Context: an optimization exercise on an open-source flow, tuned for small area. The choices shown serve that exercise and are no tape-out recipe.
Function was checked by simulation only, so behaviour that the tests miss may differ from the original.
Power is estimated from default activity; no workload was simulated.

==> flow/design.v <==
module wb_regfile_sb #(
  parameter int unsigned           CODE_SIZE = 6,
  parameter int unsigned           REG_SIZE  = 5,
  parameter int unsigned           DATA_SIZE = 32,
  parameter int unsigned           CNT_SIZE  = 3,
  parameter logic [CODE_SIZE-1:0]  OP_LW     = 6'd35,
  parameter logic [CODE_SIZE-1:0]  OP_SW     = 6'd43,
  parameter logic [CODE_SIZE-1:0]  OP_BEQ    = 6'd4,
  parameter logic [CODE_SIZE-1:0]  OP_BNE    = 6'd5,
  parameter logic [CODE_SIZE-1:0]  OP_J      = 6'd2
) (
  input  logic                 clk,
  input  logic                 rst,
  input  logic                 iss_valid,
  input  logic [CODE_SIZE-1:0] iss_icode,
  input  logic [REG_SIZE-1:0]  iss_ri,
  input  logic [REG_SIZE-1:0]  iss_rj,
  input  logic [REG_SIZE-1:0]  iss_rk,
  output logic [DATA_SIZE-1:0] jout,
  output logic [DATA_SIZE-1:0] kout,
  output logic                 stall,
  input  logic [REG_SIZE-1:0]  wb_ri,
  input  logic [CODE_SIZE-1:0] wb_icode,
  input  logic [DATA_SIZE-1:0] wb_mout,
  input  logic [DATA_SIZE-1:0] wb_aout,
  output logic                 sb_err
);
  localparam int unsigned NREG = 2**REG_SIZE;
  function automatic logic f_writes(input logic [CODE_SIZE-1:0] op,
                                    input logic [REG_SIZE-1:0]  r);
    f_writes = (op != '0) && (op != OP_SW) && (op != OP_BEQ) &&
           (op != OP_BNE) && (op != OP_J) && (r != '0);
  endfunction
  logic [DATA_SIZE-1:0] r_regs [1:NREG-1];
  logic [CNT_SIZE-1:0]  r_pend [1:NREG-1];
  logic                 r_sb_err;
  logic                 w_wb_wr;
  logic                 w_wb_op;
  logic [DATA_SIZE-1:0] w_wb_data;
  logic                 w_iss_wr;
  logic                 w_byp_j, w_byp_k;
  logic [NREG-1:1]      w_wsel;       
  logic [NREG-1:1]      w_isel;       
  logic [NREG-1:1]      w_jsel;       
  logic [NREG-1:1]      w_ksel;
  logic [NREG-1:1]      w_ld;         
  logic [NREG-1:1]      w_keep;       
  logic [NREG-1:1]      w_nz;         
  logic [NREG-1:1]      w_ge2;        
  logic [NREG-1:1]      w_e;          
  logic [CNT_SIZE-1:0]  w_pend_nxt [1:NREG-1];
  logic                 w_ge2_wb;
  logic                 w_hz_j, w_hz_k;
  assign w_wb_op   = (wb_icode != '0) && (wb_icode != OP_SW) && (wb_icode != OP_BEQ) &&
                     (wb_icode != OP_BNE) && (wb_icode != OP_J);
  assign w_wb_wr   = w_wb_op && (wb_ri != '0);
  assign w_wb_data = (wb_icode == OP_LW) ? wb_mout : wb_aout;
  assign w_byp_j = w_wb_op && (wb_ri == iss_rj) && (iss_rj != '0);
  assign w_byp_k = w_wb_op && (wb_ri == iss_rk) && (iss_rk != '0);
  always_comb begin
    for (int i = 1; i < NREG; i++) begin
      w_wsel[i] = w_wb_op && (wb_ri == REG_SIZE'(i));
      w_jsel[i] = !w_byp_j && (iss_rj == REG_SIZE'(i));
      w_ksel[i] = !w_byp_k && (iss_rk == REG_SIZE'(i));
      w_ld[i]   = !rst && w_wsel[i];
      w_keep[i] = !rst && !w_wsel[i];
      w_nz[i]   = r_pend[i] != '0;
      w_ge2[i]  = r_pend[i][CNT_SIZE-1:1] != '0;
    end
  end
  always_comb begin
    jout = {DATA_SIZE{w_byp_j}} & w_wb_data;
    kout = {DATA_SIZE{w_byp_k}} & w_wb_data;
    for (int i = 1; i < NREG; i++) begin
      jout = jout | ({DATA_SIZE{w_jsel[i]}} & r_regs[i]);
      kout = kout | ({DATA_SIZE{w_ksel[i]}} & r_regs[i]);
    end
  end
  always_comb begin
    w_ge2_wb = 1'b0;
    w_hz_j   = w_byp_j;
    w_hz_k   = w_byp_k;
    for (int i = 1; i < NREG; i++)
      w_ge2_wb = w_ge2_wb | (w_wsel[i] && w_ge2[i]);
    w_hz_j = w_hz_j && w_ge2_wb;
    w_hz_k = w_hz_k && w_ge2_wb;
    for (int i = 1; i < NREG; i++) begin
      w_hz_j = w_hz_j | (w_jsel[i] && w_nz[i]);
      w_hz_k = w_hz_k | (w_ksel[i] && w_nz[i]);
    end
  end
  assign stall    = iss_valid && (w_hz_j || w_hz_k);
  assign w_iss_wr = iss_valid && !stall && f_writes(iss_icode, iss_ri);
  always_comb begin
    for (int i = 1; i < NREG; i++) begin
      w_isel[i]     = w_iss_wr && (iss_ri == REG_SIZE'(i));
      w_pend_nxt[i] = r_pend[i];
      w_e[i]        = 1'b0;
      if (w_isel[i] && !w_wsel[i]) begin
        if (r_pend[i] == '1) w_e[i] = 1'b1;
        else                 w_pend_nxt[i] = r_pend[i] + 1'b1;
      end else if (w_wsel[i] && !w_isel[i]) begin
        if (!w_nz[i]) w_e[i] = 1'b1;
        else          w_pend_nxt[i] = r_pend[i] - 1'b1;
      end
    end
  end
  always_ff @(posedge clk) begin
    for (int i = 1; i < NREG; i++) begin
      r_regs[i] <= ({DATA_SIZE{w_ld[i]}} & w_wb_data) | ({DATA_SIZE{w_keep[i]}} & r_regs[i]);
      r_pend[i] <= rst ? '0 : w_pend_nxt[i];
    end
    r_sb_err <= !rst && (r_sb_err || (|w_e));
  end
  assign sb_err = r_sb_err;
endmodule
==> flow/run.sh <==
#!/bin/bash
# synth_recipe.tcl (not shown) runs the flow's synth.tcl, then flattens the netlist and writes it again
# the make line also repeats each setting of config.mk as NAME=value (left out here)
make -C /OpenROAD-flow-scripts/flow DESIGN_CONFIG=/design/flow/config.mk WORK_HOME=/design/flow/orfs CLKGATE_MAP_FILE= SYNTH_SCRIPT=/design/flow/synth_recipe.tcl finish
==> flow/config.mk <==
export PLATFORM = sky130hd
export DESIGN_NAME = wb_regfile_sb
export DESIGN_NICKNAME = wb_regfile_sb
export VERILOG_FILES = /design/flow/design.v
export SDC_FILE = /design/flow/constraint.sdc
export NUM_CORES = 4
export LEC_CHECK = 0
export ABC_AREA = 1
export CAP_MARGIN = 20
export CORE_MARGIN = 2
export CORE_UTILIZATION = 40
export CTS_BUF_LIST = sky130_fd_sc_hd__clkbuf_4
export CTS_CLUSTER_DIAMETER = 40
export CTS_CLUSTER_SIZE = 8
export SLEW_MARGIN = 20
==> flow/constraint.sdc <==
create_clock -name core_clock -period 7.0 [get_ports {clk}]
set_input_delay 1.4000 -clock core_clock [delete_from_list [all_inputs] [get_ports {clk}]]
set_output_delay 1.4000 -clock core_clock [all_outputs]
set_load 0.01 [all_outputs]
==> results.sh, run 1 <==
export IMPL_p_int_w=0.00859
export IMPL_finalCriticalPeriod_ns=7.05
export IMPL_clk_latency_ns=1.27
export IMPL_power_density_nw_per_um2=201
export IMPL_setup_violations=4
export IMPL_wl_per_cell_um=33.4
export IMPL_row_count=130
export IMPL_crit_required_ns=5.60
export IMPL_cts_tree="yes"
export IMPL_dp_slack_ns=-0.838
export IMPL_p_switching_w=0.00371
export IMPL_critPathMaxFanout=6
export IMPL_cts_root_buf="clkbuf_4"
export IMPL_fp_dieH_um=360
export IMPL_yosysWarningCount=4
export IMPL_postCtsHoldBufs=0
export IMPL_power_share_clock=0.386
export IMPL_syn2layout_area_growth_pct=20.4
export IMPL_dr_wl_met2_mm=116
export IMPL_clock_sinks=1086
export IMPL_grt_max_degree=106
export IMPL_setup_ws_ns=-0.0544
export IMPL_fmax_mhz=142
export IMPL_layout_cells_most_common="o22ai_1"
export IMPL_synthCells=6671
export IMPL_switching_share=0.301
export IMPL_dr_wl_met3_mm=45.2
export IMPL_power_frac_comb=0.102
export IMPL_wl_mm=299
export IMPL_dp_hpwl_mm=213
export IMPL_worst_setup_path_start_kind="input port"
export IMPL_overflow=0
export IMPL_die_area_um2=130000
export IMPL_m1WireLength_mm=110
export IMPL_clkSlewWorstSetupHoldPaths_ns=0.08
export IMPL_drtPass1Iterations=7
export IMPL_viasPerCell=6.61
export IMPL_start_util=0.403
export IMPL_hold_class="reg2reg"
export IMPL_synth_fp_nets=6801
export IMPL_min_period_over_period=1.01
export IMPL_routed_via_count=59000
export IMPL_so_faults="setup timing"
export IMPL_rsz0062_at_grt="yes"
export IMPL_core_area_um2=126000
export IMPL_ant_nets=0
export IMPL_place_gp_congestion=1.06
export IMPL_portBuffers=164
export IMPL_async_flop_share=0
export IMPL_path_class="in2out"
export IMPL_grt_pass1_wl_mm=411
export IMPL_ioPinCount=165
export IMPL_highest_layer="met5"
export IMPL_h_tree_depth=4
export IMPL_drt_iter0_drc=10200
export IMPL_final_cell_count_no_fill=8930
export IMPL_end_kind="output port"
export IMPL_max_slew_margin=0.204
export IMPL_synth_edf_count=0
export IMPL_ys_ff_latch=1086
export IMPL_placedCellCount=8596
export IMPL_grt_pass1_vias=53800
export IMPL_drc=0
export IMPL_status="finished with violations"
export IMPL_cp_data_arrival_time_ns=5.65
export IMPL_synthFlopType="dfxtp_1"
export IMPL_cts_made_buffers=190
export IMPL_peakVddDrop_v=0.000165
export IMPL_syn_area_um2=50700
export IMPL_whs_ns=0.453
export IMPL_layout_common_cells="o22ai_1 (1,249), dfxtp_1 (1,086), inv_1 (1,030), nand2_1 (682), buf_4 (580)"
export IMPL_max_cap_violations=0
export IMPL_layout_drive_gt1_share=0.147
export IMPL_final_nets=7271
export IMPL_antenna_found_initial=28
export IMPL_seq_power_share=0.512
export IMPL_synth_area_per_cell_um2=7.60
export IMPL_p_leak_nw=22.1
export IMPL_worstMarginPinSlew_ns=1.19
export IMPL_final_max_slew_viol_count=0
export IMPL_fp_dieW_um=360
export IMPL_finClkSkew_ns=0.0734
export IMPL_clockBufferDepth=3
export IMPL_ys_seq_area_frac=0.429
export IMPL_grt_use_total=0.441
export IMPL_hold_violations=0
export IMPL_yosys_cell_types_count=41
==> metrics by stage <==
stage / instance area, um^2 / total power, W / TNS, ns / util
final: 61100 / 0.0123 / -0.100 / 0.486
after global placement: 58300 / 0.00761 / -2.55 / 0.463
after global routing: 61000 / 0.0126 / -0.109 / 0.485
after floorplan: 50700 / 0.00696 / 0 / -
after detailed placement: 58300 / 0.00761 / -1.51 / 0.463
after CTS: 60800 / 0.0122 / -0.00919 / 0.484
==> metal layers <==
layer,global-route usage,up-vias
li1,-,24900
met3,0.168,1154
met2,0.606,4959
met4,0.326,24
met5,0.00111,-
met1,0.557,27900
==> repair_timing <==
| item | CTS | global route |
|---|---|---|
| gates resized for setup | 16 | 43 |
| setup endpoints to repair | 10 | 33 |
| pin swaps | 0 | 5 |
| setup buffers | 0 | 3 |
| hold endpoints to repair | 0 | 0 |
==> layout make-up <==
cell class                      instances  area [um^2]
Sequential cell                      1086        21700
Antenna cell                           19         47.5
Fill cell                           12600        64700
Multi-Input combinational cell       4007        23800
Timing Repair Buffer                  791         6910
Clock buffer                          217         1630
Clock inverter                         95          857
Inverter                             1065         4010
Tap cell                             1650         2060
==> synthesized netlist by cell type (4+ instances only) <==
master     instances  share of area
o21ai_0          359          0.035
o221ai_1         150          0.026
buf_6              4        0.00089
nand2_2            4        0.00049
nand3_1          396          0.039
a21oi_1          192          0.019
a2111oi_0        118          0.020
a221oi_1          96          0.017
dfxtp_1         1086           0.43
inv_1           1035          0.077
o21ai_1           18         0.0018
clkbuf_1         425          0.031
nor2_1           318          0.024
buf_1             38         0.0028
o211ai_1          16         0.0024
mux2i_1           32         0.0063
nor3_1            62         0.0061
buf_2             40         0.0039
a211oi_1          31         0.0046
nand4_1          108          0.013
clkinv_1          13        0.00096
nor2_2            13         0.0016
inv_2             17         0.0013
nor4_1            28         0.0035
o2111ai_1         27         0.0047
nor2_4             4        0.00089
xnor2_1           20         0.0035
fa_1              31          0.012
xor2_1            11         0.0019
o22ai_1         1249           0.15
buf_4              6        0.00089
nand2_1          707          0.052
==> kinds of logic (layout without fill, tap and decap cells) <==
logic type,after synthesis,count (layout),share of synthesized area
and+or+nand+nor,1648,1648,0.142
DFF,1086,1086,0.429
adders and majority gates,31,31,0.0122
muxes,32,32,0.00632
other,0,19,0
xor gates and xnor gates,31,31,0.00535
AOI/OAI and AO/OA,2265,2265,0.286
buffers and inverters,1578,2168,0.119
==> final timing paths <==
check | from | to | slack [ns] | cells past startpoint
min | r_pend[16][2] | r_pend[16][2] | 0.45 | 1
min reg2reg | r_pend[16][2] | r_pend[16][2] | 0.45 | 1
max reg2reg | r_pend[27][1] | r_pend[19][2] | 2.92 | 19
max | wb_icode[4] | kout[22] | -0.05 | 18
==> critical path, cell delays in order <==
cell and delay (ns):
clkdlybuf4s50_1 0.51, nor2_1 0.27, nand2_1 0.08, nor2_1 0.18, nor2_4 0.08, nand2_4 0.12
nand2_1 0.15, buf_4 0.19, nor2_4 0.38, inv_1 0.27, o21ai_0 0.61, a221oi_1 0.19
nand2_1 0.20, nor4_1 0.07, buf_4 0.16, nand4_1 0.08, buf_4 0.13, clkdlybuf4s50_1 0.53
==> state kept, by name, indices dropped and copies added (netlist names) <==
signal	cells
r_pend	93
r_sb_err	1
r_regs	992
==> power by group through the flow <==
stage / Clock, W / Sequential, W / Combinational (W)
6_report: 0.00474 / 0.00630 / 0.00126
5_1_grt: 0.00500 / 0.00631 / 0.00126
4_1_cts: 0.00472 / 0.00629 / 0.00118
3_5_place_dp: 0 / 0.00644 / 0.00118
3_3_place_gp: 0 / 0.00644 / 0.00117
2_1_floorplan: 0 / 0.00643 / 0.000530
==> run 2: changes to the inputs <==
--- a/flow/config.mk
+++ b/flow/config.mk
@@ -7,3 +7,2 @@
 export LEC_CHECK = 0
-export ABC_AREA = 1
 export CAP_MARGIN = 20
==> results.sh, run 2 <==
export IMPL_syn_area_um2=54600
export IMPL_power_frac_comb=0.110
export IMPL_drt_iter0_drc=13100
export IMPL_synthCells=6625
export IMPL_cp_data_arrival_time_ns=5.71
export IMPL_status="finished with violations"
export IMPL_dp_hpwl_mm=179
export IMPL_finalCriticalPeriod_ns=7.11
export IMPL_fillCellCount=13300
export IMPL_cts_made_buffers=185
export IMPL_ff_latch_area_um2=21700
export IMPL_grt_max_degree=163
export IMPL_rsz0062_at_grt="no"
export IMPL_place_gp_congestion=1.02
export IMPL_routed_via_count=61300
export IMPL_yosysWarningCount=4
export IMPL_cts_tree="yes"
export IMPL_path_class="in2out"
export IMPL_clockBufferDepth=3
export IMPL_async_flop_share=0
export IMPL_place_area_um2=59800
export IMPL_peakVddDrop_v=0.000159
export IMPL_so_faults="setup timing"
export IMPL_seq_power_share=0.517
export IMPL_fp_dieW_um=373
export IMPL_antenna_found_initial=16
export IMPL_multi_input_area_um2=30700
export IMPL_power_share_clock=0.373
export IMPL_p_leak_nw=19.2
export IMPL_critPathMaxFanout=13
export IMPL_synthFlopType="dfxtp_1"
export IMPL_core_area_um2=135000
export IMPL_worstMarginPinSlew_ns=1.31
export IMPL_fmax_mhz=141
export IMPL_drc=0
export IMPL_path_cells="clkdlybuf4s50_1, and4b_1, a22o_1, o21ai_1, buf_12, nor3_2, buf_4, a22oi_1, nand4_1, nor3_1, nand4_1, clkdlybuf4s50_1"
export IMPL_setup_violations=1
export IMPL_yosysMostFrequentCell="nor2_1"
export IMPL_synth_edf_count=0
export IMPL_design_area_um2=62400
export IMPL_max_cap_violations=0
export IMPL_clk_latency_ns=1.27
export IMPL_overflow=0
export IMPL_yosys_top_cells_area="dfxtp_1 (40%), a211oi_1 (14%), nor2_1 (8.4%)"
export IMPL_finish_utilization=0.461
export IMPL_synth_top_area_share=0.398
export IMPL_ant_nets=0
export IMPL_end_kind="output port"
export IMPL_final_max_slew_viol_count=0
export IMPL_final_nets=6702
export IMPL_setup_ws_ns=-0.107
export IMPL_ioPinCount=165
export IMPL_h_tree_depth=4
export IMPL_synth_area_per_cell_um2=8.24
export IMPL_wl_mm=293
export IMPL_crit_required_ns=5.60
export IMPL_power_density_nw_per_um2=200
export IMPL_reg_top3="r_regs: 992 flops, r_pend: 93 flops, r_sb_err: 1 flops"
export IMPL_layout_common_cells="nor2_1 (1,186), dfxtp_1 (1,086), a211oi_1 (1,026), a22oi_1 (496), buf_4 (307)"
export IMPL_yosys_cell_types_count=92
export IMPL_p_int_w=0.00877
export IMPL_placedCellCount=8158
export IMPL_wl_per_cell_um=34.6
export IMPL_p_switching_w=0.00370
export IMPL_hold_class="reg2reg"
export IMPL_switching_share=0.296
export IMPL_viasPerCell=7.24
export IMPL_cp_slowest_cell="nor3_2"
export IMPL_layout_drive_gt1_share=0.122
export IMPL_start_util=0.403
export IMPL_tns_ns=-0.107
export IMPL_ys_ff_latch=1086
export IMPL_cts_root_buf="clkbuf_4"
export IMPL_row_count=135
export IMPL_fp_dieH_um=373
export IMPL_worst_setup_path_start_kind="input port"
export IMPL_max_slew_margin=0.119
export IMPL_top_register="r_regs"
export IMPL_syn2layout_area_growth_pct=14.3
export IMPL_layout_cells_most_common="nor2_1"
export IMPL_drtPass1Iterations=8
export IMPL_grt_use_total=0.401
export IMPL_ys_top_cells_by_count="nor2_1 (1,226), dfxtp_1 (1,086), a211oi_1 (1,027)"
export IMPL_hold_violations=0
export IMPL_final_cell_count_no_fill=8467
export IMPL_grt_pass1_vias=54700
export IMPL_dp_slack_ns=0.0299
export IMPL_die_area_um2=139000
export IMPL_min_period_over_period=1.02
export IMPL_ys_seq_area_frac=0.398
export IMPL_clkSlewWorstSetupHoldPaths_ns=0.09
export IMPL_slowest_delay_ns=0.83
export IMPL_grt_pass1_wl_mm=410
export IMPL_synth_fp_nets=6755
export IMPL_clock_sinks=1086
export IMPL_postCtsHoldBufs=0
export IMPL_yosysTopAreaCell="dfxtp_1"
export IMPL_portBuffers=164
export IMPL_finClkSkew_ns=0.0745
export IMPL_largest_register_ffs=992
run 2: per-layer routing:
metal | part of all wire | up-vias | track usage
li1 | - | 25400 | -
met4 | 0.072 | 11 | 0.238
met5 | 0.00046 | - | 0.00309
met1 | 0.38 | 28800 | 0.523
met3 | 0.15 | 1489 | 0.138
met2 | 0.40 | 5531 | 0.567
run 2: power groups by stage:
stage	Combinational, W	Clock [W]	Sequential [W]
6_report	0.00137	0.00465	0.00645
5_1_grt	0.00141	0.00492	0.00646
4_1_cts	0.00131	0.00466	0.00644
3_5_place_dp	0.00130	0	0.00658
3_3_place_gp	0.00129	0	0.00658
2_1_floorplan	0.000711	0	0.00652
run 2: repair_timing:
action	in CTS	in global routing
gates resized for setup	0	3
endpoints found under the setup margin	0	14
setup buffers	0	7
run 2: final cells by class:
type	count	area share
Inverter	54	0.00325
Timing Repair Buffer	528	0.0816
Clock buffer	215	0.0259
Clock inverter	70	0.0124
Tap cell	1781	0.0357
Sequential cell	1086	0.348
Antenna cell	16	0.000642
Multi-Input combinational cell	4717	0.492
run 2: critical path, delay by kind of cell:
family	cells	cell delay, ns
buffers and inverters	4	1.80
AOI/OAI and AO/OA	3	0.68
and+or+nand+nor	5	1.79
run 2: kinds of logic after synthesis:
kind of cell	synth area share
and+or+nand+nor	0.190
xor gates and xnor gates	0.00353
DFF	0.398
buffers and inverters	0.0577
AOI/OAI and AO/OA	0.330
adders and majority gates	0.0114
muxes	0.00937
run 2: path summary, 6_finish.rpt:
check | cells after the start | from | endpoint | slack (ns)
max | 12 | wb_icode[2] | kout[3] | -0.11
min | 2 | r_regs[1][2] | r_regs[1][2] | 0.52
min reg2reg | 2 | r_regs[1][2] | r_regs[1][2] | 0.52
max reg2reg | 14 | r_pend[25][0] | r_pend[21][2] | 1.53
run 2: metrics by stage:
stage	hold WS, ns	total power [W]
3_3_place_gp	0.501	0.00787
3_5_place_dp	0.505	0.00788
6_report	0.521	0.0125
2_1_floorplan	0.489	0.00723
5_1_grt	0.538	0.0128
4_1_cts	0.518	0.0124
==> run 3: changes to the inputs <==
==> flow/flow/run.sh (new file) <==
#!/bin/bash
# Own layout flow: the standard synthesis names the registers; gen_mapped.py writes a netlist
# that keeps them and places the register file's regular logic as cells; that netlist then goes
# through the standard ORFS flow, with ports buffered by buf_1 and a clock tree of small
# clusters of clkbuf_4 and no dummy loads.
set -euo pipefail
W=$(pwd)
# 1. standard synthesis, for the register names and cell types
bash standard.sh synth > std_synth.log 2>&1
R=orfs/results/${FLOW_PLATFORM}/wb_regfile_sb/base
cp $R/1_2_yosys.v std_netlist.v
mv orfs orfs_std
# 2. the mapped netlist
python3 flow/gen_mapped.py std_netlist.v mapped.v > gen_mapped.log 2>&1
# 3. the layout of the mapped netlist with the standard flow's settings
sed "s#^export VERILOG_FILES = .*#export VERILOG_FILES = $W/mapped.v#" config.mk > config_mapped.mk
grep -q "mapped.v" config_mapped.mk
cat flow/extra.mk >> config_mapped.mk
sed "s#$W/config.mk#$W/config_mapped.mk#g" standard.sh > standard_mapped.sh
grep -q "config_mapped.mk" standard_mapped.sh
bash standard_mapped.sh > layout.log 2>&1
test -f out/final.def
==> flow/flow/extra.mk (new file) <==
export BUFFER_PORTS_ARGS = -buffer_cell sky130_fd_sc_hd__buf_1
export CTS_ARGS = -sink_clustering_enable -repair_clock_nets -dont_use_dummy_load -sink_clustering_size 8 -sink_clustering_max_diameter 40 -buf_list sky130_fd_sc_hd__clkbuf_4
==> flow/flow/gen_mapped.py (new file) <==
#!/usr/bin/env python3
"""Write a netlist of wb_regfile_sb with its regular parts placed as library cells.

usage: gen_mapped.py STANDARD_NETLIST OUT.v

The standard synthesis's netlist gives each register's instance name, output net and cell type;
the new netlist keeps them. Placed as cells: the address decoders, each storage bit's load/keep
mux (a22o), the one-hot AND-OR read trees (a222oi, nand, or3), the counter read trees and each
counter bit's inc/dec/keep mux (a222oi + inverter). Left as plain logic for synthesis to map:
opcode decode, write data select, write-through and stall, and the saturating +1/-1 of the two
counters read this cycle.
"""
import re
import sys

P = "sky130_fd_sc_hd__"
std, out = sys.argv[1], sys.argv[2]
text = open(std).read()

regs = {}
for m in re.finditer(r"(sky130_fd_sc_hd__df\w+)\s+(\\\S+|\w+)\s*\((.*?)\);", text, re.S):
    typ, name, body = m.groups()
    pins = dict((k, v.strip()) for k, v in re.findall(r"\.(\w+)\(([^()]*)\)", body))
    base = name[1:] if name.startswith("\\") else name
    base = base.split("$")[0]
    regs[base] = (typ, name, pins["Q"])

NREG, W, CW = 32, 32, 3
RNG = range(1, NREG)
need = [f"r_regs[{i}][{b}]" for i in RNG for b in range(W)]
need += [f"r_pend[{i}][{k}]" for i in RNG for k in range(CW)]
need += ["r_sb_err"]
missing = [n for n in need if n not in regs]
if missing or len(regs) != len(need):
    sys.exit(f"register mismatch: missing {missing[:5]}, {len(regs)} found, {len(need)} expected")


def q(base):
    n = regs[base][2]
    return n + " " if n.startswith("\\") else n


def R(i, b):
    return q(f"r_regs[{i}][{b}]")


def C(i, k):
    return q(f"r_pend[{i}][{k}]")


L = []
a = L.append
cnt = [0]


def cell(typ, pins, name=None):
    cnt[0] += 1
    nm = name or f"g{cnt[0]}"
    a(f"  {P}{typ} {nm} (" + ", ".join(f".{k}({v})" for k, v in pins.items()) + ");")


def wire(n):
    a(f"  wire {n};")
    return n


def andor_low(terms, tag):
    """Active-low partial ORs of (sel, data) pairs: a222oi per three, a22oi per two, nand2 per one."""
    lows = []
    while terms:
        grp, terms = terms[:3], terms[3:]
        n = wire(f"{tag}_l{len(lows)}")
        if len(grp) == 3:
            cell("a222oi_1", dict(A1=grp[0][0], A2=grp[0][1], B1=grp[1][0], B2=grp[1][1],
                                  C1=grp[2][0], C2=grp[2][1], Y=n))
        elif len(grp) == 2:
            cell("a22oi_1", dict(A1=grp[0][0], A2=grp[0][1], B1=grp[1][0], B2=grp[1][1], Y=n))
        else:
            cell("nand2_1", dict(A=grp[0][0], B=grp[0][1], Y=n))
        lows.append(n)
    return lows


def or_of_lows(lows, outn, tag):
    """outn = OR of the complements of lows (up to 12): nand per four, then or."""
    his = []
    for j in range(0, len(lows), 4):
        grp = lows[j:j + 4]
        h = wire(f"{tag}_h{j // 4}")
        if len(grp) == 1:
            cell("inv_1", dict(A=grp[0], Y=h))
        else:
            cell(f"nand{len(grp)}_1", dict(zip("ABCD", grp), Y=h))
        his.append(h)
    assert 1 <= len(his) <= 3
    if len(his) == 1:
        a(f"  assign {outn} = {his[0]};")
    else:
        cell(f"or{len(his)}_1", dict(zip("ABC", his), X=outn))


def decoder(addr, gate, tag, extra=None):
    """One-hot lines tag[i] = gate & (addr == i), i = 1..31, from active-low predecodes.
    With extra, also lines extra[0][i] = ~extra[1] & tag[i] (nor3)."""
    a(f"  wire [4:0] {tag}_an;")
    for k in range(5):
        cell("inv_1", dict(A=f"{addr}[{k}]", Y=f"{tag}_an[{k}]"))
    a(f"  wire [3:0] {tag}_lo_n;")
    a(f"  wire [7:0] {tag}_hi_n;")
    for v in range(4):
        bits = [f"{addr}[{k}]" if (v >> k) & 1 else f"{tag}_an[{k}]" for k in range(2)]
        cell("nand2_1", dict(A=bits[0], B=bits[1], Y=f"{tag}_lo_n[{v}]"))
    for v in range(8):
        bits = [f"{addr}[{k + 2}]" if (v >> k) & 1 else f"{tag}_an[{k + 2}]" for k in range(3)]
        cell("nand4_1", dict(A=gate, B=bits[0], C=bits[1], D=bits[2], Y=f"{tag}_hi_n[{v}]"))
    a(f"  wire [31:1] {tag};")
    if extra:
        a(f"  wire [31:1] {extra[0]};")
    for i in RNG:
        cell("nor2_1", dict(A=f"{tag}_lo_n[{i & 3}]", B=f"{tag}_hi_n[{i >> 2}]", Y=f"{tag}[{i}]"))
        if extra:
            cell("nor3_1", dict(A=f"{tag}_lo_n[{i & 3}]", B=f"{tag}_hi_n[{i >> 2}]", C=extra[1],
                                Y=f"{extra[0]}[{i}]"))


a("module wb_regfile_sb(clk, rst, iss_valid, iss_icode, iss_ri, iss_rj, iss_rk, jout, kout,")
a("  stall, wb_ri, wb_icode, wb_mout, wb_aout, sb_err);")
a("  input clk, rst, iss_valid;")
a("  input [5:0] iss_icode, wb_icode;")
a("  input [4:0] iss_ri, iss_rj, iss_rk, wb_ri;")
a("  input [31:0] wb_mout, wb_aout;")
a("  output [31:0] jout, kout;")
a("  output stall, sb_err;")
for base in need:
    if regs[base][2].startswith("\\"):
        a(f"  wire {q(base)};")

# plain logic
a("  wire wb_op = (wb_icode != 6'd0) && (wb_icode != 6'd43) && (wb_icode != 6'd4) &&")
a("               (wb_icode != 6'd5) && (wb_icode != 6'd2);")
a("  wire wb_wr = wb_op && (wb_ri != 5'd0);")
a("  wire iss_op = (iss_icode != 6'd0) && (iss_icode != 6'd43) && (iss_icode != 6'd4) &&")
a("                (iss_icode != 6'd5) && (iss_icode != 6'd2) && (iss_ri != 5'd0);")
a("  wire [31:0] wd = (wb_icode == 6'd35) ? wb_mout : wb_aout;")
a("  wire byp_j = wb_op && (wb_ri == iss_rj) && (iss_rj != 5'd0);")
a("  wire byp_k = wb_op && (wb_ri == iss_rk) && (iss_rk != 5'd0);")
a("  wire nbyp_j = !byp_j;")
a("  wire nbyp_k = !byp_k;")
a("  wire iss_wr, hz_j, hz_k;")
a("  wire iss_en = iss_wr && !rst;")
a("  wire [2:0] pu, pd;")
a("  wire ge2_wb = pd[2] | pd[1];")
a("  wire nbyp_ge2_j = !(byp_j && ge2_wb);")
a("  wire nbyp_ge2_k = !(byp_k && ge2_wb);")
a("  assign stall = iss_valid && (hz_j || hz_k);")
a("  assign iss_wr = iss_valid && !stall && iss_op;")
a("  wire same = iss_wr && wb_wr && (iss_ri == wb_ri);")
a("  wire [2:0] incv = (same || pu == 3'd7) ? pu : pu + 3'd1;")
a("  wire [2:0] decv = (same || pd == 3'd0) ? pd : pd - 3'd1;")
a("  wire err = !same && ((iss_en && pu == 3'd7) || (wb_wr && pd == 3'd0));")
a("  wire err_d = !rst && (sb_err || err);")

# decoders
decoder("wb_ri", "wb_op", "wsel", extra=("ld", "rst"))
decoder("iss_ri", "iss_en", "usel")
decoder("iss_rj", "nbyp_j", "jsel")
decoder("iss_rk", "nbyp_k", "ksel")
a("  wire [31:1] keep, hold, nz;")
for i in RNG:
    cell("nor2_1", dict(A=f"wsel[{i}]", B="rst", Y=f"keep[{i}]"))
    cell("nor3_1", dict(A=f"usel[{i}]", B=f"wsel[{i}]", C="rst", Y=f"hold[{i}]"))
    cell("or3_1", dict(A=C(i, 0), B=C(i, 1), C=C(i, 2), X=f"nz[{i}]"))

# hazards: nonzero count on a source not written back, or the written-back count >= 2
for port, sel, nb in (("j", "jsel", "nbyp_ge2_j"), ("k", "ksel", "nbyp_ge2_k")):
    lows = andor_low([(f"{sel}[{i}]", f"nz[{i}]") for i in RNG], f"hz{port}")
    or_of_lows(lows + [nb], f"hz_{port}", f"hz{port}")

# counter reads at the issue and write-back targets
for k in range(CW):
    or_of_lows(andor_low([(f"usel[{i}]", C(i, k)) for i in RNG], f"pu{k}"), f"pu[{k}]", f"pu{k}")
    or_of_lows(andor_low([(f"wsel[{i}]", C(i, k)) for i in RNG], f"pd{k}"), f"pd[{k}]", f"pd{k}")

# counters: D = usel & incv | ld & decv | hold & p
for i in RNG:
    for k in range(CW):
        typ, name, _ = regs[f"r_pend[{i}][{k}]"]
        n = wire(f"cn_{i}_{k}")
        d = wire(f"cd_{i}_{k}")
        cell("a222oi_1", dict(A1=f"usel[{i}]", A2=f"incv[{k}]", B1=f"ld[{i}]", B2=f"decv[{k}]",
                              C1=f"hold[{i}]", C2=C(i, k), Y=n))
        cell("inv_1", dict(A=n, Y=d))
        a(f"  {typ} {name} (.CLK(clk), .D({d}), .Q({C(i, k)}));")
typ, name, qn = regs["r_sb_err"]
a(f"  {typ} {name} (.CLK(clk), .D(err_d), .Q({q('r_sb_err')}));")
if qn != "sb_err":
    a(f"  assign sb_err = {q('r_sb_err')};")

# storage: D = ld & wd | keep & Q
for i in RNG:
    for b in range(W):
        typ, name, _ = regs[f"r_regs[{i}][{b}]"]
        d = wire(f"d_{i}_{b}")
        cell("a22o_1", dict(A1=f"ld[{i}]", A2=f"wd[{b}]", B1=f"keep[{i}]", B2=R(i, b), X=d))
        a(f"  {typ} {name} (.CLK(clk), .D({d}), .Q({R(i, b)}));")

# read ports: 31 registers and the write-through
for port, sel, byp in (("jout", "jsel", "byp_j"), ("kout", "ksel", "byp_k")):
    for b in range(W):
        terms = [(f"{sel}[{i}]", R(i, b)) for i in RNG] + [(byp, f"wd[{b}]")]
        or_of_lows(andor_low(terms, f"{port}{b}"), f"{port}[{b}]", f"{port}{b}")

a("endmodule")
open(out, "w").write("\n".join(L) + "\n")
==> flow/standard.sh (new file) <==
#!/bin/bash
# synth_recipe.tcl (not shown) runs the flow's synth.tcl, then flattens the netlist and writes it again
# the make line also repeats each setting of config.mk as NAME=value (left out here)
make -C /OpenROAD-flow-scripts/flow DESIGN_CONFIG=/design/flow/config.mk WORK_HOME=/design/flow/orfs CLKGATE_MAP_FILE= SYNTH_SCRIPT=/design/flow/synth_recipe.tcl "${@:-finish}"
--- a/flow/config.mk
+++ b/flow/config.mk
@@ -7,2 +7,3 @@
 export LEC_CHECK = 0
+export ABC_AREA = 1
 export CAP_MARGIN = 20
@@ -10,5 +11,2 @@
 export CORE_UTILIZATION = 40
-export CTS_BUF_LIST = sky130_fd_sc_hd__clkbuf_4
-export CTS_CLUSTER_DIAMETER = 40
-export CTS_CLUSTER_SIZE = 8
 export SLEW_MARGIN = 20
removed: flow/run.sh
==> results.sh, run 3 <==
export IMPL_whs_path_depth=2
export IMPL_synthCells=3807
export IMPL_peakVddDrop_v=0.000143
export IMPL_cts_root_buf="clkbuf_4"
export IMPL_p_leak_nw=19.2
export IMPL_final_nets=4535
export IMPL_setup_violations=0
export IMPL_multi_input_area_um2=22300
export IMPL_clk_latency_ns=1.13
export IMPL_portBuffers=164
export IMPL_synthSimpleGateAreaFrac=0.0783
export IMPL_crit_required_ns=7.96
export IMPL_drc=0
export IMPL_layout_common_cells="dfxtp_1 (1,086), a22o_1 (992), a222oi_1 (813), buf_4 (276), nand4_1 (179)"
export IMPL_hold_violations=0
export IMPL_synth_area_per_cell_um2=11.5
export IMPL_synth_edf_count=0
export IMPL_highest_layer="met5"
export IMPL_seq_power_share=0.601
export IMPL_yosysMostFrequentCell="dfxtp_1"
export IMPL_fp_dieH_um=335
export IMPL_end_kind="flop"
export IMPL_wl_mm=211
export IMPL_m1WireLength_mm=80.9
export IMPL_synth_top_area_share=0.497
export IMPL_post_cts_buffers=0
export IMPL_cp_slowest_cell="or3_1"
export IMPL_overflow=0
export IMPL_grt_pass1_wl_mm=296
export IMPL_synth_top_family_by_area="compound AO/OA/AOI/OAI gates"
export IMPL_layout_drive_gt1_share=0.144
export IMPL_cp_common_cell="inv_1"
export IMPL_cts_tree="yes"
export IMPL_dr_wl_met3_mm=33.5
export IMPL_die_area_um2=112000
export IMPL_clkSlewWorstSetupHoldPaths_ns=0.08
export IMPL_ys_top_cells_by_count="dfxtp_1 (1,086), a22o_1 (992), a222oi_1 (813)"
export IMPL_syn_area_um2=43700
export IMPL_core_area_um2=109000
export IMPL_synth_area_mux_share=0.0108
export IMPL_clock_sinks=1086
export IMPL_top_register="r_regs"
export IMPL_fillCellCount=10100
export IMPL_synth_compound_area_frac=0.397
export IMPL_reg_top3="r_regs: 992 flops, r_pend: 93 flops, r_sb_err: 1 flops"
export IMPL_dr_wl_met2_mm=83.4
export IMPL_ioPinCount=165
export IMPL_ff_latch_area_um2=21700
export IMPL_placedCellCount=5674
export IMPL_clockBufferDepth=3
export IMPL_fp_dieW_um=335
export IMPL_synth_fp_nets=3910
export IMPL_yosys_cell_types_count=35
export IMPL_synthFlopType="dfxtp_1"
export IMPL_cts_made_buffers=167
export IMPL_rrSetupSlack_ns=1.50
export IMPL_hold_class="reg2reg"
export IMPL_dp_hpwl_mm=117
export IMPL_worst_setup_path_start_kind="input port"
export IMPL_timing_rr_start="r_pend[7][2]"
export IMPL_layout_cells_most_common="dfxtp_1"
export IMPL_start_util=0.403
export IMPL_place_gp_congestion=0.970
export IMPL_postCtsHoldBufs=0
export IMPL_final_max_slew_viol_count=0
export IMPL_critPathMaxFanout=10
export IMPL_synth_adder_area_share=0.00115
export IMPL_dp_slack_ns=-0.273
export IMPL_slowest_delay_ns=0.42
export IMPL_min_to="r_sb_err"
export IMPL_max_slew_margin=0.176
export IMPL_min_period_over_period=0.913
export IMPL_finalCriticalPeriod_ns=6.39
export IMPL_setup_ws_ns=0.610
export IMPL_power_frac_comb=0.086
export IMPL_power_density_nw_per_um2=207
export IMPL_final_cell_count_no_fill=5849
export IMPL_drt_iter0_drc=12800
export IMPL_wl_per_cell_um=36.1
export IMPL_switching_share=0.280
export IMPL_p_switching_w=0.00294
export IMPL_ctsResizeCount=0
export IMPL_worstMarginPinSlew_ns=1.23
export IMPL_grt_use_total=0.356
export IMPL_tns_ns=0
export IMPL_grt_max_degree=38
export IMPL_max_cap_violations=0
export IMPL_antenna_found_initial=10
export IMPL_ant_nets=0
export IMPL_drtPass1Iterations=15
export IMPL_yosysTopAreaCell="dfxtp_1"
export IMPL_routed_via_count=46400
export IMPL_h_tree_depth=4
export IMPL_cp_data_arrival_time_ns=7.35
export IMPL_status="finished clean"
export IMPL_rsz0062_at_grt="no"
export IMPL_largest_register_ffs=992
export IMPL_yosys_top_cells_area="dfxtp_1 (50%), a22o_1 (20%), a222oi_1 (19%)"
export IMPL_finClkSkew_ns=0.0577
export IMPL_grt_pass1_vias=42700
export IMPL_path_class="in2reg"
export IMPL_r2r_cells=28
export IMPL_ys_ff_latch=1086
export IMPL_ys_seq_area_frac=0.497
export IMPL_syn2layout_area_growth_pct=15.9
export IMPL_fmax_mhz=156
export IMPL_async_flop_share=0
export IMPL_p_int_w=0.00755
export IMPL_power_share_clock=0.312
export IMPL_row_count=121
export IMPL_viasPerCell=7.93
export IMPL_r2r_end="r_pend[21][2]"
export IMPL_hp_start="r_sb_err"
export IMPL_synthXorXnorAreaFrac=0.00220
export IMPL_yosysWarningCount=0
==> run 3: cell types whose count changed in the layout (fill, tap and decap cells not counted), moves of 81 or more <==
cell	change
a211oi_1	-1026
nand2_1	-189
nor3_1	-128
a221oi_1	-172
clkdlybuf4s50_1	-163
a222oi_1	+696
buf_1	+163
o21ai_0	-90
a21oi_1	-81
nor2_1	-1116
a22oi_1	-432
a22o_1	+863
==> run 3: cell families after synthesis <==
group / Yosys count
adder cells (fa/ha/maj): 4
flip-flops: 1086
XOR/XNOR: 11
buffers and inverters: 140
AND/OR/NAND/NOR: 657
multiplexers: 32
AO/OA/AOI/OAI: 1877
==> run 3: layout make-up <==
type	count	share of cell area
inverters	137	0.0102
diodes	5	0.000247
clock buffers	167	0.0247
flip-flops and latches	1086	0.429
well taps	1414	0.0349
repair buffers	459	0.0612
multi-input cells	2581	0.440
==> run 3: power groups by stage <==
stage / clock network [W] / registers [W] / logic [W]
after floorplan: 0 / 0.00644 / 0.000374
after global placement: 0 / 0.00645 / 0.000839
after detailed placement: 0 / 0.00645 / 0.000848
after CTS: 0.00330 / 0.00631 / 0.000848
after global routing: 0.00354 / 0.00632 / 0.000910
final: 0.00328 / 0.00631 / 0.000905
==> run 3: worst max-delay path, delay by kind of cell <==
| kind | cells | cell delay, ns |
|---|---|---|
| AO/OA/AOI/OAI | 3 | 0.88 |
| buffers and inverters | 10 | 1.10 |
| adder cells (fa/ha/maj) | 2 | 0.32 |
| AND/OR/NAND/NOR | 21 | 3.66 |
==> run 3: metrics by stage <==
step                power [W]  hold WS [ns]  cell area [um^2]  utilization
floorplan             0.00681         0.464             43700            -
global placement      0.00729         0.440             49300        0.454
detailed placement    0.00730         0.453             49300        0.454
CTS                    0.0105         0.472             50600        0.466
global route           0.0108         0.499             50600        0.467
finish                 0.0105         0.466             50700        0.467
==> run 3: metal layers <==
| metal | vias up | GRT usage |
|---|---|---|
| li1 | 18700 | - |
| met1 | 22300 | 0.486 |
| met2 | 4559 | 0.484 |
| met3 | 736 | 0.119 |
| met4 | 6 | 0.204 |
| met5 | - | 0.00261 |
==> run 3: worst max path at each step <==
stage                startpoint       endpoint  cells past startpoint
floorplan           wb_icode[3]  r_pend[10][0]                     29
global placement    wb_icode[3]  r_pend[14][2]                     35
detailed placement  wb_icode[3]  r_pend[21][2]                     35
CTS                    wb_ri[3]       jout[15]                     15
global route        wb_icode[3]  r_pend[21][0]                     36
finish              wb_icode[3]  r_pend[21][2]                     36

-- re-timing with driven ports --
How much do the figures lean on ideal ports? The routed layouts below were timed once more, with nothing changed but the port constraints.
Step 1 (the two cells are an assumption about what drives the block):
set clk [get_ports {clk}]
set_driving_cell -lib_cell sky130_fd_sc_hd__clkbuf_16 $clk
set_driving_cell -lib_cell sky130_fd_sc_hd__buf_2 [delete_from_list [all_inputs] $clk]
Step 2 also shifts input and output timing later by t, the mid clock arrival at the registers, as if the neighbouring blocks saw the same clock.
Slacks: ideal / step 1 / step 2; pairs: ideal / step 1.
run	t, ns	setup slack, ns	clock arrival spread, ns	worst slew at a driven data input, ns	pins driven straight from the clock port
run 1	1.345	-0.054 / -0.097 / -0.097	0.154 / 0.153	0.07	1
run 2	1.341	-0.107 / -0.131 / -0.131	0.168 / 0.169	0.05	1
run 3	1.145	0.610 / 0.658 / -0.488	0.154 / 0.153	0.05	1
Met with ideal ports but missed after step 2: setup timing in run 3. For run 3, which loses most, drivers alone change the setup slack by +0.048 ns; drivers and shift together by -1.098 ns.
